Context: an optimization exercise on an open-source flow, tuned for small area, a short achievable clock period and few clock cycles per item. The choices shown serve that exercise and are no tape-out recipe. At most, simulation tests tie the RTL to the original design; equivalence was not proved. Power figures rest on the tool's default switching activity, not on a simulated workload.

Design window_hit_test_move_to_front_top, start of the top module:
module window_hit_test_move_to_front_top #(
   parameter int WINDOWS = wht_pkg::WINDOWS_DEFAULT
) (
   input  logic                        clock,
   input  logic                        reset,
   input  logic                        req_valid,
   output logic                        req_ready,
   input  logic                        req_command,
   input  logic [wht_pkg::ID_BITS-1:0] req_window_index,
   input  logic [wht_pkg::X_BITS-1:0]  req_rect_left,
   input  logic [wht_pkg::Y_BITS-1:0]  req_rect_bottom,
   input  logic [wht_pkg::X_BITS-1:0]  req_rect_right,
   input  logic [wht_pkg::Y_BITS-1:0]  req_rect_top,
   input  logic [wht_pkg::X_BITS-1:0]  req_point_x,
   input  logic [wht_pkg::Y_BITS-1:0]  req_point_y,
   output logic                        rsp_valid,
   input  logic                        rsp_ready,
   output logic                        rsp_hit,
   output logic [wht_pkg::ID_BITS-1:0] rsp_selected_window
);
clock: 6.0 ns
lec_check: 0
cap_margin: 20
core_margin: 2
core_utilization: 40
slew_margin: 20
run.sh (not shown) runs the stock make flow with config.mk's settings and CLKGATE_MAP_FILE= SYNTH_SCRIPT=/design/flow/synth_recipe.tcl, a recipe that flattens the netlist after the stock synthesis.
The first run completed without violations.
Then changed:
--- a/flow/design.v
+++ b/flow/design.v
@@ -5,72 +5,41 @@
    localparam int WINDOWS_DEFAULT = 16;
    localparam logic CMD_LOAD = 1'b0;
    localparam logic CMD_CLICK = 1'b1;
    localparam int RECT_BITS = 2 * X_BITS + 2 * Y_BITS;
    localparam int ENTRY_BITS = 1 + ID_BITS + RECT_BITS;
 endpackage
-module wht_gt #(
-   parameter int W = 12
-) (
-   input  logic [W-1:0] a,
-   input  logic [W-1:0] b_n,
-   output logic         gt
-);
-   logic [15:0] g, p;
-   always_comb begin
-      g = '0;
-      p = '1;
-      g[W-1:0] = a & b_n;
-      p[W-1:0] = a | b_n;
-      for (int lvl = 0; lvl < 4; lvl++) begin
-         for (int k = 0; k < (8 >> lvl); k++) begin
-            g[k] = g[2*k+1] | (p[2*k+1] & g[2*k]);
-            p[k] = p[2*k+1] & p[2*k];
-         end
-      end
-      gt = g[0];
-   end
-endmodule
 module wht_cell (
    input  logic                           clock,
    input  logic                           reset,
    input  logic                           write,
    input  logic [wht_pkg::RECT_BITS-1:0]  wr_rect,
    input  logic [wht_pkg::X_BITS-1:0]     op_x,
    input  logic [wht_pkg::Y_BITS-1:0]     op_y,
-   input  logic [wht_pkg::X_BITS-1:0]     op_x_n,
-   input  logic [wht_pkg::Y_BITS-1:0]     op_y_n,
    output logic                           holds
 );
    logic                          valid_ff;
-   logic [wht_pkg::X_BITS-1:0]    left_ff, right_n_ff;
-   logic [wht_pkg::Y_BITS-1:0]    bottom_ff, top_n_ff;
-   logic [wht_pkg::X_BITS-1:0]    wr_left, wr_right;
-   logic [wht_pkg::Y_BITS-1:0]    wr_bottom, wr_top;
-   logic                          left_gt, right_lt, bottom_gt, top_lt;
-   assign {wr_left, wr_bottom, wr_right, wr_top} = wr_rect;
+   logic [wht_pkg::RECT_BITS-1:0] rect_ff;
+   logic [wht_pkg::X_BITS-1:0]    rect_left, rect_right;
+   logic [wht_pkg::Y_BITS-1:0]    rect_bottom, rect_top;
+   assign {rect_left, rect_bottom, rect_right, rect_top} = rect_ff;
    always_ff @(posedge clock) begin
       if (reset) begin
          valid_ff <= 1'b0;
       end else if (write) begin
          valid_ff <= 1'b1;
       end
    end
    always_ff @(posedge clock) begin
       if (write) begin
-         left_ff    <= wr_left;
-         bottom_ff  <= wr_bottom;
-         right_n_ff <= ~wr_right;
-         top_n_ff   <= ~wr_top;
+         rect_ff <= wr_rect;
       end
    end
-   wht_gt #(.W(wht_pkg::X_BITS)) u_left   (.a(left_ff),   .b_n(op_x_n),     .gt(left_gt));
-   wht_gt #(.W(wht_pkg::X_BITS)) u_right  (.a(op_x),      .b_n(right_n_ff), .gt(right_lt));
-   wht_gt #(.W(wht_pkg::Y_BITS)) u_bottom (.a(bottom_ff), .b_n(op_y_n),     .gt(bottom_gt));
-   wht_gt #(.W(wht_pkg::Y_BITS)) u_top    (.a(op_y),      .b_n(top_n_ff),   .gt(top_lt));
-   assign holds = valid_ff && !left_gt && !right_lt && !bottom_gt && !top_lt;
+   assign holds = valid_ff
+                  && (rect_left <= op_x) && (op_x <= rect_right)
+                  && (rect_bottom <= op_y) && (op_y <= rect_top);
 endmodule
 module window_hit_test_move_to_front_top #(
    parameter int WINDOWS = wht_pkg::WINDOWS_DEFAULT
 ) (
    input  logic                        clock,
    input  logic                        reset,
@@ -123,14 +92,12 @@
          .clock  (clock),
          .reset  (reset),
          .write  (s1_load_ff && s1_onehot[w]),
          .wr_rect(s1_rect_ff),
          .op_x   (s1_x_ff),
          .op_y   (s1_y_ff),
-         .op_x_n (~s1_x_ff),
-         .op_y_n (~s1_y_ff),
          .holds  (holds[w])
       );
       assign s2_vec_in[w] = s1_load_ff ? s1_onehot[w] : (s1_click_ff && holds[w]);
    end
    logic               s2_click_ff;
    logic [WINDOWS-1:0] s2_vec_ff;
Result:
- final cell count climbs by about a fifth
- area after synthesis climbs by about a fifth
- critical path depth climbs by 1
- combinational power climbs by about a fifth
- power climbs slightly
- via count climbs by roughly a tenth
- maximum frequency climbs by a few percent
- synthesized cell count climbs by about a fifth
- clock-buffer cell count climbs by 7
- clock skew drops by 0.0064 ns
- design area climbs by about a fifth
Testbench counts after the change, summed over its fixed seeds: cycles 24,024, items 24,000.
Only the layout flow was run in the first run of this note; the RTL was not checked for function there.

The RTL this note starts from:
==> flow/design.v <==
package wht_pkg;
   localparam int X_BITS = 12;
   localparam int Y_BITS = 11;
   localparam int ID_BITS = 4;
   localparam int WINDOWS_DEFAULT = 16;
   localparam logic CMD_LOAD = 1'b0;
   localparam logic CMD_CLICK = 1'b1;
   localparam int RECT_BITS = 2 * X_BITS + 2 * Y_BITS;
   localparam int ENTRY_BITS = 1 + ID_BITS + RECT_BITS;
endpackage
module wht_gt #(
   parameter int W = 12
) (
   input  logic [W-1:0] a,
   input  logic [W-1:0] b_n,
   output logic         gt
);
   logic [15:0] g, p;
   always_comb begin
      g = '0;
      p = '1;
      g[W-1:0] = a & b_n;
      p[W-1:0] = a | b_n;
      for (int lvl = 0; lvl < 4; lvl++) begin
         for (int k = 0; k < (8 >> lvl); k++) begin
            g[k] = g[2*k+1] | (p[2*k+1] & g[2*k]);
            p[k] = p[2*k+1] & p[2*k];
         end
      end
      gt = g[0];
   end
endmodule
module wht_cell (
   input  logic                           clock,
   input  logic                           reset,
   input  logic                           write,
   input  logic [wht_pkg::RECT_BITS-1:0]  wr_rect,
   input  logic [wht_pkg::X_BITS-1:0]     op_x,
   input  logic [wht_pkg::Y_BITS-1:0]     op_y,
   input  logic [wht_pkg::X_BITS-1:0]     op_x_n,
   input  logic [wht_pkg::Y_BITS-1:0]     op_y_n,
   output logic                           holds
);
   logic                          valid_ff;
   logic [wht_pkg::X_BITS-1:0]    left_ff, right_n_ff;
   logic [wht_pkg::Y_BITS-1:0]    bottom_ff, top_n_ff;
   logic [wht_pkg::X_BITS-1:0]    wr_left, wr_right;
   logic [wht_pkg::Y_BITS-1:0]    wr_bottom, wr_top;
   logic                          left_gt, right_lt, bottom_gt, top_lt;
   assign {wr_left, wr_bottom, wr_right, wr_top} = wr_rect;
   always_ff @(posedge clock) begin
      if (reset) begin
         valid_ff <= 1'b0;
      end else if (write) begin
         valid_ff <= 1'b1;
      end
   end
   always_ff @(posedge clock) begin
      if (write) begin
         left_ff    <= wr_left;
         bottom_ff  <= wr_bottom;
         right_n_ff <= ~wr_right;
         top_n_ff   <= ~wr_top;
      end
   end
   wht_gt #(.W(wht_pkg::X_BITS)) u_left   (.a(left_ff),   .b_n(op_x_n),     .gt(left_gt));
   wht_gt #(.W(wht_pkg::X_BITS)) u_right  (.a(op_x),      .b_n(right_n_ff), .gt(right_lt));
   wht_gt #(.W(wht_pkg::Y_BITS)) u_bottom (.a(bottom_ff), .b_n(op_y_n),     .gt(bottom_gt));
   wht_gt #(.W(wht_pkg::Y_BITS)) u_top    (.a(op_y),      .b_n(top_n_ff),   .gt(top_lt));
   assign holds = valid_ff && !left_gt && !right_lt && !bottom_gt && !top_lt;
endmodule
module window_hit_test_move_to_front_top #(
   parameter int WINDOWS = wht_pkg::WINDOWS_DEFAULT
) (
   input  logic                        clock,
   input  logic                        reset,
   input  logic                        req_valid,
   output logic                        req_ready,
   input  logic                        req_command,
   input  logic [wht_pkg::ID_BITS-1:0] req_window_index,
   input  logic [wht_pkg::X_BITS-1:0]  req_rect_left,
   input  logic [wht_pkg::Y_BITS-1:0]  req_rect_bottom,
   input  logic [wht_pkg::X_BITS-1:0]  req_rect_right,
   input  logic [wht_pkg::Y_BITS-1:0]  req_rect_top,
   input  logic [wht_pkg::X_BITS-1:0]  req_point_x,
   input  logic [wht_pkg::Y_BITS-1:0]  req_point_y,
   output logic                        rsp_valid,
   input  logic                        rsp_ready,
   output logic                        rsp_hit,
   output logic [wht_pkg::ID_BITS-1:0] rsp_selected_window
);
   localparam int QDEPTH = 4;
   localparam int RES_BITS = 1 + wht_pkg::ID_BITS;
   logic                          ready_ff;
   logic                          accept;
   logic                          s1_load_ff, s1_click_ff;
   logic [wht_pkg::ID_BITS-1:0]   s1_idx_ff;
   logic [wht_pkg::X_BITS-1:0]    s1_x_ff;
   logic [wht_pkg::Y_BITS-1:0]    s1_y_ff;
   assign accept = req_valid && ready_ff;
   always_ff @(posedge clock) begin
      if (reset) begin
         s1_load_ff  <= 1'b0;
         s1_click_ff <= 1'b0;
      end else begin
         s1_load_ff  <= accept && (req_command == wht_pkg::CMD_LOAD);
         s1_click_ff <= accept && (req_command == wht_pkg::CMD_CLICK);
      end
   end
   always_ff @(posedge clock) begin
      s1_idx_ff  <= req_window_index;
      s1_x_ff    <= req_point_x;
      s1_y_ff    <= req_point_y;
   end
   logic [WINDOWS-1:0] holds;
   logic [WINDOWS-1:0] s1_onehot;
   logic [WINDOWS-1:0] s2_vec_in;
   logic               load_now;
   assign load_now = accept && (req_command == wht_pkg::CMD_LOAD);
   for (genvar w = 0; w < WINDOWS; w++) begin : g_win
      assign s1_onehot[w] = (s1_idx_ff == w);
      wht_cell u_cell (
         .clock  (clock),
         .reset  (reset),
         .write  (load_now && (req_window_index == w)),
         .wr_rect({req_rect_left, req_rect_bottom, req_rect_right, req_rect_top}),
         .op_x   (s1_x_ff),
         .op_y   (s1_y_ff),
         .op_x_n (~s1_x_ff),
         .op_y_n (~s1_y_ff),
         .holds  (holds[w])
      );
      assign s2_vec_in[w] = s1_load_ff ? s1_onehot[w] : (s1_click_ff && holds[w]);
   end
   logic               s2_click_ff;
   logic [WINDOWS-1:0] s2_vec_ff;
   always_ff @(posedge clock) begin
      if (reset) begin
         s2_click_ff <= 1'b0;
      end else begin
         s2_click_ff <= s1_click_ff;
      end
   end
   always_ff @(posedge clock) begin
      s2_vec_ff <= s2_vec_in;
   end
   logic [WINDOWS-1:0] above_ff [WINDOWS];
   logic [WINDOWS-1:0] above [WINDOWS];
   logic [WINDOWS-1:0] sel;
   always_comb begin
      for (int i = 0; i < WINDOWS; i++) begin
         for (int j = 0; j < WINDOWS; j++) begin
            if (i < j) above[i][j] = above_ff[i][j];
            else if (i > j) above[i][j] = !above_ff[j][i];
            else above[i][j] = 1'b0;
         end
      end
   end
   always_comb begin
      for (int w = 0; w < WINDOWS; w++) begin
         logic covered;
         covered = 1'b0;
         for (int v = 0; v < WINDOWS; v++) begin
            if (v != w) covered = covered | (s2_vec_ff[v] & above[v][w]);
         end
         sel[w] = s2_vec_ff[w] & !covered;
      end
   end
   always_ff @(posedge clock) begin
      for (int i = 0; i < WINDOWS; i++) begin
         for (int j = i + 1; j < WINDOWS; j++) begin
            above_ff[i][j] <= sel[i] | (above_ff[i][j] & !sel[j]);
         end
      end
   end
   logic                        res_hit;
   logic [wht_pkg::ID_BITS-1:0] res_id;
   always_comb begin
      res_id = '0;
      for (int w = 0; w < WINDOWS; w++) begin
         res_id = res_id | (sel[w] ? wht_pkg::ID_BITS'(w) : '0);
      end
   end
   assign res_hit = |s2_vec_ff;
   logic [RES_BITS-1:0] q_ff [QDEPTH];
   logic [2:0]          cnt_ff, cnt_in, cnt_pop;
   logic                rsp_valid_ff;
   logic                pop, push;
   logic [2:0]          occ;
   assign pop = rsp_valid_ff && rsp_ready;
   assign push = s2_click_ff;
   assign cnt_pop = cnt_ff - {2'b00, pop};
   assign cnt_in = cnt_pop + {2'b00, push};
   always_ff @(posedge clock) begin
      for (int k = 0; k < QDEPTH; k++) begin
         if (push && (cnt_pop == k)) begin
            q_ff[k] <= {res_hit, res_id};
         end else if (pop) begin
            q_ff[k] <= (k + 1 < QDEPTH) ? q_ff[(k + 1) % QDEPTH] : q_ff[k];
         end
      end
   end
   assign occ = cnt_in + {2'b00, s1_click_ff}
                + {2'b00, accept && (req_command == wht_pkg::CMD_CLICK)};
   always_ff @(posedge clock) begin
      if (reset) begin
         cnt_ff       <= '0;
         rsp_valid_ff <= 1'b0;
         ready_ff     <= 1'b1;
      end else begin
         cnt_ff       <= cnt_in;
         rsp_valid_ff <= (cnt_in != 0);
         ready_ff     <= (occ < QDEPTH);
      end
   end
   assign req_ready = ready_ff;
   assign rsp_valid = rsp_valid_ff;
   assign rsp_hit = q_ff[0][RES_BITS-1];
   assign rsp_selected_window = q_ff[0][wht_pkg::ID_BITS-1:0];
endmodule
export LEC_CHECK = 0
export CAP_MARGIN = 20
export CORE_MARGIN = 2
export CORE_UTILIZATION = 60
export CTS_CLUSTER_DIAMETER = 60
export CTS_CLUSTER_SIZE = 30
export SETUP_SLACK_MARGIN = 3.5
export SLEW_MARGIN = 20
create_clock -name core_clock -period 6.0 [get_ports {clock}]
Testbench counts at the start, summed over its fixed seeds: cycles 24,024, items 24,000.
Next try:
--- a/flow/design.v
+++ b/flow/design.v
@@ -94,10 +94,13 @@
    logic                          ready_ff;
    logic                          accept;
    logic                          s1_load_ff, s1_click_ff;
    logic [wht_pkg::ID_BITS-1:0]   s1_idx_ff;
+   logic [wht_pkg::RECT_BITS-1:0] s1_rect_ff;
    logic [wht_pkg::X_BITS-1:0]    s1_x_ff;
    logic [wht_pkg::Y_BITS-1:0]    s1_y_ff;
+   logic [wht_pkg::X_BITS-1:0]    s1_x_n_ff;
+   logic [wht_pkg::Y_BITS-1:0]    s1_y_n_ff;
    assign accept = req_valid && ready_ff;
    always_ff @(posedge clock) begin
       if (reset) begin
          s1_load_ff  <= 1'b0;
@@ -108,27 +111,28 @@
       end
    end
    always_ff @(posedge clock) begin
       s1_idx_ff  <= req_window_index;
+      s1_rect_ff <= {req_rect_left, req_rect_bottom, req_rect_right, req_rect_top};
       s1_x_ff    <= req_point_x;
       s1_y_ff    <= req_point_y;
+      s1_x_n_ff  <= ~req_point_x;
+      s1_y_n_ff  <= ~req_point_y;
    end
    logic [WINDOWS-1:0] holds;
    logic [WINDOWS-1:0] s1_onehot;
    logic [WINDOWS-1:0] s2_vec_in;
-   logic               load_now;
-   assign load_now = accept && (req_command == wht_pkg::CMD_LOAD);
    for (genvar w = 0; w < WINDOWS; w++) begin : g_win
       assign s1_onehot[w] = (s1_idx_ff == w);
       wht_cell u_cell (
          .clock  (clock),
          .reset  (reset),
-         .write  (load_now && (req_window_index == w)),
-         .wr_rect({req_rect_left, req_rect_bottom, req_rect_right, req_rect_top}),
+         .write  (s1_load_ff && s1_onehot[w]),
+         .wr_rect(s1_rect_ff),
          .op_x   (s1_x_ff),
          .op_y   (s1_y_ff),
-         .op_x_n (~s1_x_ff),
-         .op_y_n (~s1_y_ff),
+         .op_x_n (s1_x_n_ff),
+         .op_y_n (s1_y_n_ff),
          .holds  (holds[w])
       );
       assign s2_vec_in[w] = s1_load_ff ? s1_onehot[w] : (s1_click_ff && holds[w]);
    end
After rerunning:
- first-iteration DRC count fell by a quarter to a third
- worst hold slack is better by 0.015 ns
- register-to-register slack is worse by 0.16 ns
- worst setup slack is worse by 0.16 ns
- global-route usage fell by 4.0 points
- die area rose slightly
- wire length fell by roughly a tenth
- count of clock-buffer cells in the layout fell by 1
Testbench counts after the change, summed over its fixed seeds: cycles 24,024, items 24,000.

-- afterwards: timing with drivers on the ports --
No port has a modelled driver above. Below, the same layouts with a new extraction and two added sets of constraints.
Step 1, drivers: a clkbuf_16 drives clock and a buf_2 each remaining input, both assumed.
Step 2, shift: input delay + t, output delay - t, t = (earliest + latest rising clock arrival at the registers) / 2. This alone moves slack from input paths to output paths.
Slacks: no drivers / after step 1 / after step 2; pairs: no drivers / after step 1.
run	shift t [ns]	setup slack, ns	hold slack, ns	worst setup path at the end	pins driven straight from the clock port
the first run of note 1	0.758	2.350 / 2.350 / 2.329	0.463 / 0.463 / 0.463	input to register	1
the second run of note 1	0.764	2.544 / 2.544 / 2.403	0.455 / 0.455 / 0.455	input to register	1
the first run of note 2	0.736	3.485 / 3.453 / 2.717	0.452 / 0.452 / 0.452	input to register	1
the second run of note 2	0.733	3.330 / 3.330 / 2.965	0.466 / 0.466 / 0.466	input to register	1
After both steps every run listed still meets setup and hold. For the first run of note 2, which loses most, drivers alone change the setup slack by -0.032 ns; drivers and shift together by -0.768 ns.
